This is an optimization exercise on Yosys and OpenROAD, whose aim is small area and few clock cycles per item, not a production implementation.
Function was checked by simulation only, so behaviour that the tests miss may differ from the original.

== job 101 ==
==> flow/design.v (excerpt) <==
module hsl_neighbor_edge_map (
  input  logic          clk_i,
  input  logic          rst_ni,
  input  logic          pix_valid_i,
  output logic          pix_ready_o,
  input  logic [7:0]    pix_hue_i,
  input  logic [7:0]    pix_sat_i,
  input  logic [7:0]    pix_light_i,
  input  logic          pix_frame_end_i,
  input  logic          cfg_valid_i,
  output logic          cfg_ready_o,
  input  logic [2:0]    cfg_index_i,
  input  logic [17:0]   cfg_data_i,
  output logic          res_valid_o,
  input  logic          res_ready_i,
  output logic          res_edge_o,
  output logic [4:0]    res_col_o,
  output logic [9:0]    res_row_o,
  output logic          res_run_last_o,
  output logic          res_frame_done_o
);
  localparam int unsigned ColW = hnem_pkg::ColW;
  logic [hnem_pkg::ThrW-1:0]     edge_threshold_q;
  logic [hnem_pkg::WeightW-1:0]  hue_weight_q;
  logic [hnem_pkg::WeightW-1:0]  saturation_weight_q;
  logic [hnem_pkg::WeightW-1:0]  lightness_weight_q;
  logic [ColW-1:0]               wm1_q;
  logic [ColW-1:0]               rem_q;
  logic                          use15_q;
  logic                          w1_q;
  logic [ColW-1:0]               wm1_d;
  logic [hnem_pkg::Weight3W-1:0] hw3, sw3, lw3;
  logic                          wr_ok;
  logic                          rot_ok;
  logic                          fe_ok;
  logic                          acc;
  logic [ColW-1:0]               col;
  logic                          row_end;
  logic                          frame_end;
  logic                          hit_left, hit_up, hit_ul, hit_ur;
  assign cfg_ready_o = 1'b1;
  always_ff @(posedge clk_i or negedge rst_ni) begin
    if (!rst_ni) begin
      edge_threshold_q    <= hnem_pkg::ThrReset;
      hue_weight_q        <= hnem_pkg::WeightReset;
      saturation_weight_q <= hnem_pkg::WeightReset;
      lightness_weight_q  <= hnem_pkg::WeightReset;
      wm1_q               <= ColW'(hnem_pkg::WidthReset - 6'd1);
  ...
Size: roughly 4800 cells after synthesis.
==> flow/config.mk <==
export PLATFORM = sky130hd
export DESIGN_NAME = hsl_neighbor_edge_map
export DESIGN_NICKNAME = hsl_neighbor_edge_map
export VERILOG_FILES = /design/flow/design.v
export SDC_FILE = /design/flow/constraint.sdc
export NUM_CORES = 4
export LEC_CHECK = 0
export CAP_MARGIN = 5
export CELL_PAD_IN_SITES_DETAIL_PLACEMENT = 1
export CELL_PAD_IN_SITES_GLOBAL_PLACEMENT = 2
export CORE_MARGIN = 2
export CORE_UTILIZATION = 30
export PLACE_DENSITY = 0.45
export SLEW_MARGIN = 5
==> flow/constraint.sdc <==
create_clock -name core_clock -period 12.0 [get_ports {clk_i}]
set_input_delay 2.4000 -clock core_clock [delete_from_list [all_inputs] [get_ports {clk_i}]]
set_output_delay 2.4000 -clock core_clock [all_outputs]
set_load 0.01 [all_outputs]
standard.sh (not shown) runs the stock make flow with config.mk's settings and CLKGATE_MAP_FILE= SYNTH_SCRIPT=/design/flow/synth_recipe.tcl, a recipe that flattens the netlist after the stock synthesis.
==> flow/flow/run.sh <==
#!/bin/bash
# Layout flow: the standard flow, except that the carry-save core of each neighbour-pair
# compare (module hnem_csa) is laid down as the cell netlist that flow/gen_csa.py writes
# (and-or-invert partial products and full adders) instead of being left to Yosys and ABC.
#
#  1. gen_csa.py writes hnem_csa as sky130 cells; ABC proves it equal to the design's own
#     hnem_csa (the miter of the two, written by Yosys as an AIG).
#  3. The standard synthesis runs again with hnem_csa as a black box, so every other part of
#     the design, registers included, is synthesized the way the standard flow does it.
#  4. Yosys puts the cell netlist in place of each black box and flattens it into the top.
#  5. regs.py gives each register the instance name it has in the reference (Yosys leaves a
#     few registers with numbered names) and checks that the registers, names and cell types,
#     are exactly the reference's.
set -euo pipefail

W=$PWD
RES=$W/orfs/results/$FLOW_PLATFORM/hsl_neighbor_edge_map/base
LIB=$FLOW_HOME/platforms/$FLOW_PLATFORM/lib/sky130_fd_sc_hd__tt_025C_1v80.lib

python3 flow/gen_csa.py cells > hnem_csa_cells.v 2> gen_csa.log

# Equivalence of the cell netlist with the design's hnem_csa: Yosys writes their miter as an
# AIG, and ABC proves its output never 1 (iprove: UNSATISFIABLE).
cat > csa_miter.ys <<EOF
read_liberty -ignore_miss_func $LIB
read_verilog hnem_csa_cells.v
rename hnem_csa gate
read_verilog -sv $FLOW_DESIGN
rename hnem_csa gold
miter -equiv -flatten gold gate miter
hierarchy -top miter
flatten
techmap
opt_clean
aigmap
write_aiger -zinit csa_miter.aig
EOF
ABC=$(command -v yosys-abc || echo "$(dirname "$(command -v yosys)")/yosys-abc")
csa_equal() {
  yosys -l csa_miter.log -s csa_miter.ys > /dev/null 2>&1 &&
  "$ABC" -c "read csa_miter.aig; strash; iprove" > csa_iprove.log 2>&1 &&
  grep -q "^UNSATISFIABLE" csa_iprove.log
}

cat > csa_insert.ys <<EOF
read_liberty -lib $LIB
read_verilog hnem_csa_cells.v
read_verilog 1_2_yosys_blackbox.v
hierarchy -check -top $FLOW_TOP
flatten
opt_clean -purge
check -assert
stat -liberty $LIB
write_verilog -noattr -nohex -nodec 1_2_yosys_cells.v
EOF

bash standard.sh "$RES/1_2_yosys.v" > synth_ref.log 2>&1
cp "$RES/1_2_yosys.v" 1_2_yosys_ref.v
mv orfs orfs_ref

ok=0
if csa_equal; then
  if bash standard.sh SYNTH_BLACKBOXES=hnem_csa "$RES/1_2_yosys.v" > synth.log 2>&1; then
    cp "$RES/1_2_yosys.v" 1_2_yosys_blackbox.v
    if yosys -l csa_insert.log -s csa_insert.ys > csa_insert.out 2>&1 &&
       python3 flow/regs.py 1_2_yosys_ref.v 1_2_yosys_cells.v 1_2_yosys_final.v > regs.log 2>&1; then
      ok=1
    fi
  fi
fi

if [[ $ok == 1 ]]; then
  cp 1_2_yosys_final.v "$RES/1_2_yosys.v"
else
  echo "cell netlist not used: laying out the standard synthesis" > fallback.log
  rm -rf orfs
  cp -a orfs_ref orfs
fi
touch "$RES/1_2_yosys.v"
bash standard.sh "${1:-finish}" > layout.log 2>&1
Other scripts of this flow, unchanged in this note and not shown: flow/flow/csa_equiv.out, flow/flow/csa_gate.ys, flow/flow/gen_csa.py, flow/flow/regs.py
Testbench counts of job 101, summed over its fixed seeds: cycles 8,472, items 8,192.
#### Input delta (job 102 over job 101)
Settings: a change of CAP_MARGIN from 5 to 20; a change of SLEW_MARGIN from 5 to 20; an added GPL_TIMING_DRIVEN of 0; an added CTS_CLUSTER_DIAMETER of 150; an added CTS_CLUSTER_SIZE of 20.
[summary]
No stage failed in job 102, and the final checks on the layout all came back clean. Area growth from synthesis to final layout | job 102 below job 101. Between job 101 and job 102, the cell count went down. Job 102 gives less total met2 wirelength after detailed routing than job 101 did. When the final numbers for job 102 and job 101 were put side by side, the number of cells in the design after placement turned out to be greater in job 101. Looking at hold slack across job 102 and job 101, the one that comes out higher is job 102. Comparing job 102 and job 101, number of antenna repair diodes is lower on job 102.
Modified inputs, job 103 compared to job 102
Settings: clearing GPL_TIMING_DRIVEN, which used to be 0.
==> notes.md <==
Going from job 102 to job 103, the routed wire length was found to have gone up by 0.44%. In the tables for job 103 and job 102, via total after detailed routing reads lower with job 102.
Setup changes, job 103 to job 104
Settings: CTS_CLUSTER_DIAMETER no longer set, was 150; CTS_CLUSTER_SIZE no longer set, was 20.
Results
Job 104 went all the way through the flow, and no timing, DRC or antenna check failed.
Relative to job 103, the signal arrival time at the worst endpoint of job 104 is lower by 0.11 ns.
Fraction of area in registers in job 104 is 0.96 points lower than in job 103
Summary of job 104 over job 103: area growth from synthesis to final layout saw an increase.
Compared with job 103, job 104 shows a number of vias in the routed layout that is 0.57% higher.
Lower count of placed standard cells in the final layout, fillers left out was reported by job 103, not job 104.
Job 104 has worst setup slack above what job 103 had.

* * *

hsl_neighbor_edge_map again, from the RTL that the note above started with.
export LEC_CHECK = 0
export CAP_MARGIN = 20
export CELL_PAD_IN_SITES_DETAIL_PLACEMENT = 1
export CELL_PAD_IN_SITES_GLOBAL_PLACEMENT = 2
export CORE_MARGIN = 2
export CORE_UTILIZATION = 30
export CTS_CLUSTER_DIAMETER = 150
export CTS_CLUSTER_SIZE = 24
export PLACE_DENSITY = 0.45
export SLEW_MARGIN = 20
create_clock -name core_clock -period 12.0 [get_ports {clk_i}]
Scripts as last shown in full above: flow/flow/run.sh
Other scripts of this flow, unchanged in this note and not shown: flow/flow/csa_equiv.out, flow/flow/csa_gate.ys, flow/flow/gen_csa.py, flow/flow/regs.py
The starting point passed the timing, DRC and antenna checks.
Testbench counts at the start, summed over its fixed seeds: cycles 8,472, items 8,192.
Next try:
Settings changed: CORE_UTILIZATION 30 to 35, CTS_CLUSTER_SIZE 24 to 20, PLACE_DENSITY 0.45 to 0.55.
Area after synthesis is unchanged; design area drops by 1.2%; routed wire length drops by 6.0%; die area drops by 14%; sequential share of layout area climbs by 0.46 points; sequential cell count is unchanged; critical path depth drops by 2; global-route usage climbs by 2.4 points; core utilization climbs by 5.2 points.

==> port drivers added, routing unchanged <==
Ports are ideal in the flow. The routed layouts listed here were re-timed in OpenROAD. Step 1, drivers: a clkbuf_16 drives clk_i and a buf_2 each remaining input, both assumed. Step 2 times the ports against the registers' clock, not the clock port: input delays grow and output delays shrink by t, the midpoint of the rising clock arrivals with the driver on. Slacks: ideal ports / drivers / drivers and shift; pairs: ideal ports / drivers.
run	t (ns)	setup slack, ns	worst hold slack (ns)	latest minus earliest clock arrival (ns)
job 101	0.849	0.903 / 0.903 / 0.903	0.370 / 0.370 / 0.370	0.067 / 0.067
job 102	0.807	0.390 / 0.390 / 0.390	0.395 / 0.395 / 0.395	0.080 / 0.080
job 103	0.819	0.993 / 0.993 / 0.993	0.409 / 0.409 / 0.409	0.053 / 0.053
job 104	0.841	1.022 / 1.022 / 1.022	0.329 / 0.329 / 0.329	0.108 / 0.108
the first run of note 2	0.803	1.041 / 1.041 / 1.041	0.409 / 0.409 / 0.409	0.080 / 0.080
the second run of note 2	0.779	0.525 / 0.525 / 0.525	0.401 / 0.401 / 0.401	0.046 / 0.046
After both steps setup and hold are still met in every run listed.
